What follows belongs to an exercise in optimizing a design on an open flow for small area; a production flow would make more cautious choices. The RTL was checked by simulation tests, not by an equivalence proof against the original design. Power figures rest on the tool's default switching activity, not on a simulated workload.

run A:
Design gshare_predictor, start of the top module:
module gshare_predictor #(
    parameter int HISTORY_BITS = 8,
    parameter int BTB_ENTRIES  = 16
) (
    input  logic                    clk,
    input  logic                    rst,
    input  logic                    fetch_valid,
    input  logic                    fetch_fire,
    input  logic [31:0]             fetch_pc,
    output logic                    pred_valid,
    output logic                    pred_taken,
    output logic [31:0]             pred_target,
    output logic [HISTORY_BITS-1:0] pred_index,
    input  logic                    commit_valid,
    input  logic                    commit_pred_valid,
    input  logic [HISTORY_BITS-1:0] commit_index,
    input  logic                    commit_taken,
    input  logic [31:0]             commit_pc,
    input  logic [31:0]             commit_target,
    input  logic                    flush
);
For scale: roughly 4,700 cells after synthesis, about 150 I/O pins, roughly 56,000 um2 of cells after synthesis.
==> flow/config.mk <==
export PLATFORM = sky130hd
export DESIGN_NAME = gshare_predictor
export DESIGN_NICKNAME = gshare_predictor
export VERILOG_FILES = /design/flow/design.v
export SDC_FILE = /design/flow/constraint.sdc
export NUM_CORES = 4
export LEC_CHECK = 0
export CAP_MARGIN = 20
export CORE_MARGIN = 2
export CORE_UTILIZATION = 55
export CTS_CLUSTER_DIAMETER = 100
export CTS_CLUSTER_SIZE = 28
export SETUP_SLACK_MARGIN = 0.0
export SLEW_MARGIN = 20
export SYNTH_HIERARCHICAL = 1
==> flow/constraint.sdc <==
create_clock -name core_clock -period 7.0 [get_ports {clk}]
set_input_delay 1.4000 -clock core_clock [delete_from_list [all_inputs] [get_ports {clk}]]
set_output_delay 1.4000 -clock core_clock [all_outputs]
set_load 0.01 [all_outputs]
standard.sh (not shown) runs the stock make flow with config.mk's settings and CLKGATE_MAP_FILE= SYNTH_SCRIPT=/design/flow/synth_recipe.tcl, a recipe that flattens the netlist after the stock synthesis.
==> flow/flow/run.sh <==
#!/bin/bash
set -euo pipefail
export BUFFER_PORTS_ARGS="-buffer_cell sky130_fd_sc_hd__buf_1"
bash standard.sh > standard.log 2>&1
Run A: flow completed, timing, DRC and antenna clean
Edits applied to the flow inputs when going from run A to run B:
Settings: a change of SETUP_SLACK_MARGIN from 0.0 to 0.3.
[summary]
Run B gives more number of antenna violations at the first check in global routing than run A did. | hold slack | run B vs run A | worse |. Looking at run B and run A, the later-pin clock latency in the skew report is a wash. Delta (run B minus run A): power consumption increased by about 0.7% relative to the old numbers, actual slew at the worst max-slew pin decreased by 4.6 ps relative to the old numbers, clock power share increased by 0.4 points relative to the old numbers, worst-case reg-to-reg path depth increased by 1 relative to the old numbers. Length of routed wiring on met1 | run B above run A.
#### Input delta (run C over run B)
Settings: swapping 55 for 70 in CORE_UTILIZATION.
==> notes.md <==
- Compared with run B, in run C clock power went down about 4%, vertical die dimension went down 36 um, total power went down 0.00014 W.
- Run B → run C: final worst-path setup slack saw a decrease; clock group share of total power saw a decrease; cell count after synthesis saw little to no change.
[inputs] run D vs run C
Settings: putting PLACE_DENSITY at 0.8 where nothing was set; swapping 70 for 55 in CORE_UTILIZATION.
Findings:
Compare run D and run C | worst hold slack lower: run D
Re minimum clock period: run D and run C aren't equal, and the lower value belongs to run D.
Run D vs run C: routed wire length up
Cmp run D vs run C: clock latency on the worst-skew pair higher in run D
The higher area of the core of run D and run C is in run D.
Of the two candidates, run C has the worse post-layout worst setup margin and run D the better one.
Between run C and run D, worst-margin pin slew decreased.

== wip/tundra ==
Another version of the RTL of gshare_predictor (not shown whole).
Size in the first run: about 3900 cells after synthesis, ~1500 flip-flops, about 150 I/O pins, ~63000 µm² of cells after synthesis.
// gshare_predictor
module gshare_predictor #(
    parameter int HISTORY_BITS = 8,
    parameter int BTB_ENTRIES  = 16
) (
    input  logic                    clk,
    input  logic                    rst,
    input  logic                    fetch_valid,
    input  logic                    fetch_fire,
    input  logic [31:0]             fetch_pc,
    output logic                    pred_valid,
    output logic                    pred_taken,
    output logic [31:0]             pred_target,
    output logic [HISTORY_BITS-1:0] pred_index,
    input  logic                    commit_valid,
    input  logic                    commit_pred_valid,
    input  logic [HISTORY_BITS-1:0] commit_index,
    input  logic                    commit_taken,
    input  logic [31:0]             commit_pc,
    input  logic [31:0]             commit_target,
    input  logic                    flush
);
clock: 7.0 ns
lec_check: 0
cap_margin: 20
core_margin: 2
core_utilization: 70
cts_buf_list: sky130_fd_sc_hd__clkbuf_8
cts_cluster_diameter: 100
cts_cluster_size: 18
setup_slack_margin: 0.3
slew_margin: 20
Scripts as last shown in full above: flow/flow/run.sh
For wip/cedar, these inputs were changed with respect to wip/tundra:
- CORE_UTILIZATION: 70 -> 40
- CTS_CLUSTER_SIZE: 18 -> 28
- CTS_BUF_LIST: sky130_fd_sc_hd__clkbuf_8 -> unset
==> flow/flow/run.sh <==
#!/bin/bash
set -euo pipefail
export BUFFER_PORTS_ARGS="-buffer_cell sky130_fd_sc_hd__buf_2"
bash standard.sh > standard.log 2>&1
Notes after the runs:
The flow did not stop early for wip/tundra: all stages ran, and the layout cleared the timing, design-rule and antenna checks. No stage failed in wip/cedar, and the final checks on the layout all came back clean. Looking only at clock buffer instance count of the final layout, and setting everything else aside, the lower value of wip/cedar and wip/tundra goes to wip/cedar. Detailed-route via count: wip/cedar better than wip/tundra. Re critical path's largest stage delay: wip/cedar is 160 ps up on wip/tundra. Where final area is concerned, wip/tundra is better than wip/cedar. Summary — overall routing resource usage, wip/cedar relative to wip/tundra: lower, by 13 points. Per the comparison of wip/cedar with wip/tundra, area growth from synthesis to layout picked up an extra 2.5 points; number of logic stages on the critical path including buffering went down.
The inputs of wip/raven differ from those of wip/cedar as listed below.
- CTS_CLUSTER_DIAMETER removed (was 100)
- CTS_CLUSTER_SIZE removed (was 28)
==> flow/run.sh (new file) <==
#!/bin/bash
# synth_recipe.tcl (not shown) runs the flow's synth.tcl, then flattens the netlist and writes it again
# the make line also repeats each setting of config.mk as NAME=value (left out here)
make -C /OpenROAD-flow-scripts/flow DESIGN_CONFIG=/design/flow/config.mk WORK_HOME=/design/flow/orfs CLKGATE_MAP_FILE= SYNTH_SCRIPT=/design/flow/synth_recipe.tcl finish
removed: flow/flow/run.sh
removed: flow/standard.sh
Re total die area: no difference whatsoever between wip/raven and wip/cedar. In the reports for wip/raven and wip/cedar, the larger part of the power in combinational logic belongs to wip/cedar. wip/raven against wip/cedar: maximum cell stage delay along the critical path decreased by 250 ps relative to the old numbers, worst hold slack -6.1 ps, post-synthesis register bit count roughly the same. Reported for wip/raven and wip/cedar, count of standard-cell rows turned out identical to the last digit. The number of stages on the worst setup path reported for wip/raven is greater than that of wip/cedar by 5. wip/cedar has higher initial antenna violation count than wip/raven. From wip/cedar to wip/raven, number of max-cap violations did not move at all.
What wip/violet does differently from wip/raven at the input level:
- changing CORE_UTILIZATION from 40 to 70
- setting CTS_CLUSTER_SIZE to 28 for the first time
- setting CTS_CLUSTER_DIAMETER to 100 for the first time
==> flow/flow/run.sh (new file) <==
#!/bin/bash
set -euo pipefail
export BUFFER_PORTS_ARGS="-buffer_cell sky130_fd_sc_hd__buf_1"
bash standard.sh > standard.log 2>&1
==> flow/standard.sh (new file) <==
#!/bin/bash
# synth_recipe.tcl (not shown) runs the flow's synth.tcl, then flattens the netlist and writes it again
# the make line also repeats each setting of config.mk as NAME=value (left out here)
make -C /OpenROAD-flow-scripts/flow DESIGN_CONFIG=/design/flow/config.mk WORK_HOME=/design/flow/orfs CLKGATE_MAP_FILE= SYNTH_SCRIPT=/design/flow/synth_recipe.tcl "${@:-finish}"
removed: flow/run.sh
==> notes.md <==
Result: PASS for each of wip/raven and wip/violet. Taking wip/raven as the reference, in wip/violet critical path depth down 3; relative contribution of the clock network to total power now smaller; met2 track utilization from global routing went up by 22 points; number of nets in the finished design went down by 2.6%. Taking wip/raven over wip/violet, the total number of tap cells ratio works out to 1.8.

separate check: timing with driven ports:
How much do the figures lean on ideal ports? The routed layouts below were timed once more, with nothing changed but the port constraints. Step 1 (the two cells are an assumption about what drives the block):
set clk [get_ports {clk}]
set_driving_cell -lib_cell sky130_fd_sc_hd__clkbuf_16 $clk
set_driving_cell -lib_cell sky130_fd_sc_hd__buf_2 [delete_from_list [all_inputs] $clk]
Step 2 adds t to the input delays and takes it off the output delays; t is the mean of the earliest and latest rising clock arrival at the registers after step 1. Input paths then give back, and output paths get back, about the clock's delay inside the block. Slacks: no drivers / after step 1 / after step 2; pairs: no drivers / after step 1.
run | shift t [ns] | setup WS [ns] | slew at the worst register clock pin (ns) | worst data-port slew with drivers (ns)
run A | 0.807 | 0.559 / 0.532 / 0.532 | 0.12 / 0.12 | 0.17
run B | 0.803 | 0.445 / 0.424 / 0.382 | 0.12 / 0.12 | 0.15
run C | 0.770 | 0.358 / 0.284 / 0.284 | 0.12 / 0.12 | 0.15
run D | 0.776 | 0.421 / 0.261 / 0.261 | 0.12 / 0.12 | 0.19
wip/tundra | 0.843 | 0.440 / 0.407 / 0.407 | 0.12 / 0.12 | 0.14
wip/cedar | 0.788 | 0.642 / 0.572 / 0.572 | 0.12 / 0.12 | 0.14
wip/raven | 0.853 | 0.445 / 0.391 / 0.391 | 0.06 / 0.06 | 0.17
wip/violet | 0.746 | 0.461 / 0.428 / 0.428 | 0.11 / 0.11 | 0.13
After both steps setup and hold are still met in every run listed. The setup slack of run D, which loses most, moves by -0.160 ns with the drivers and by -0.160 ns with both steps.
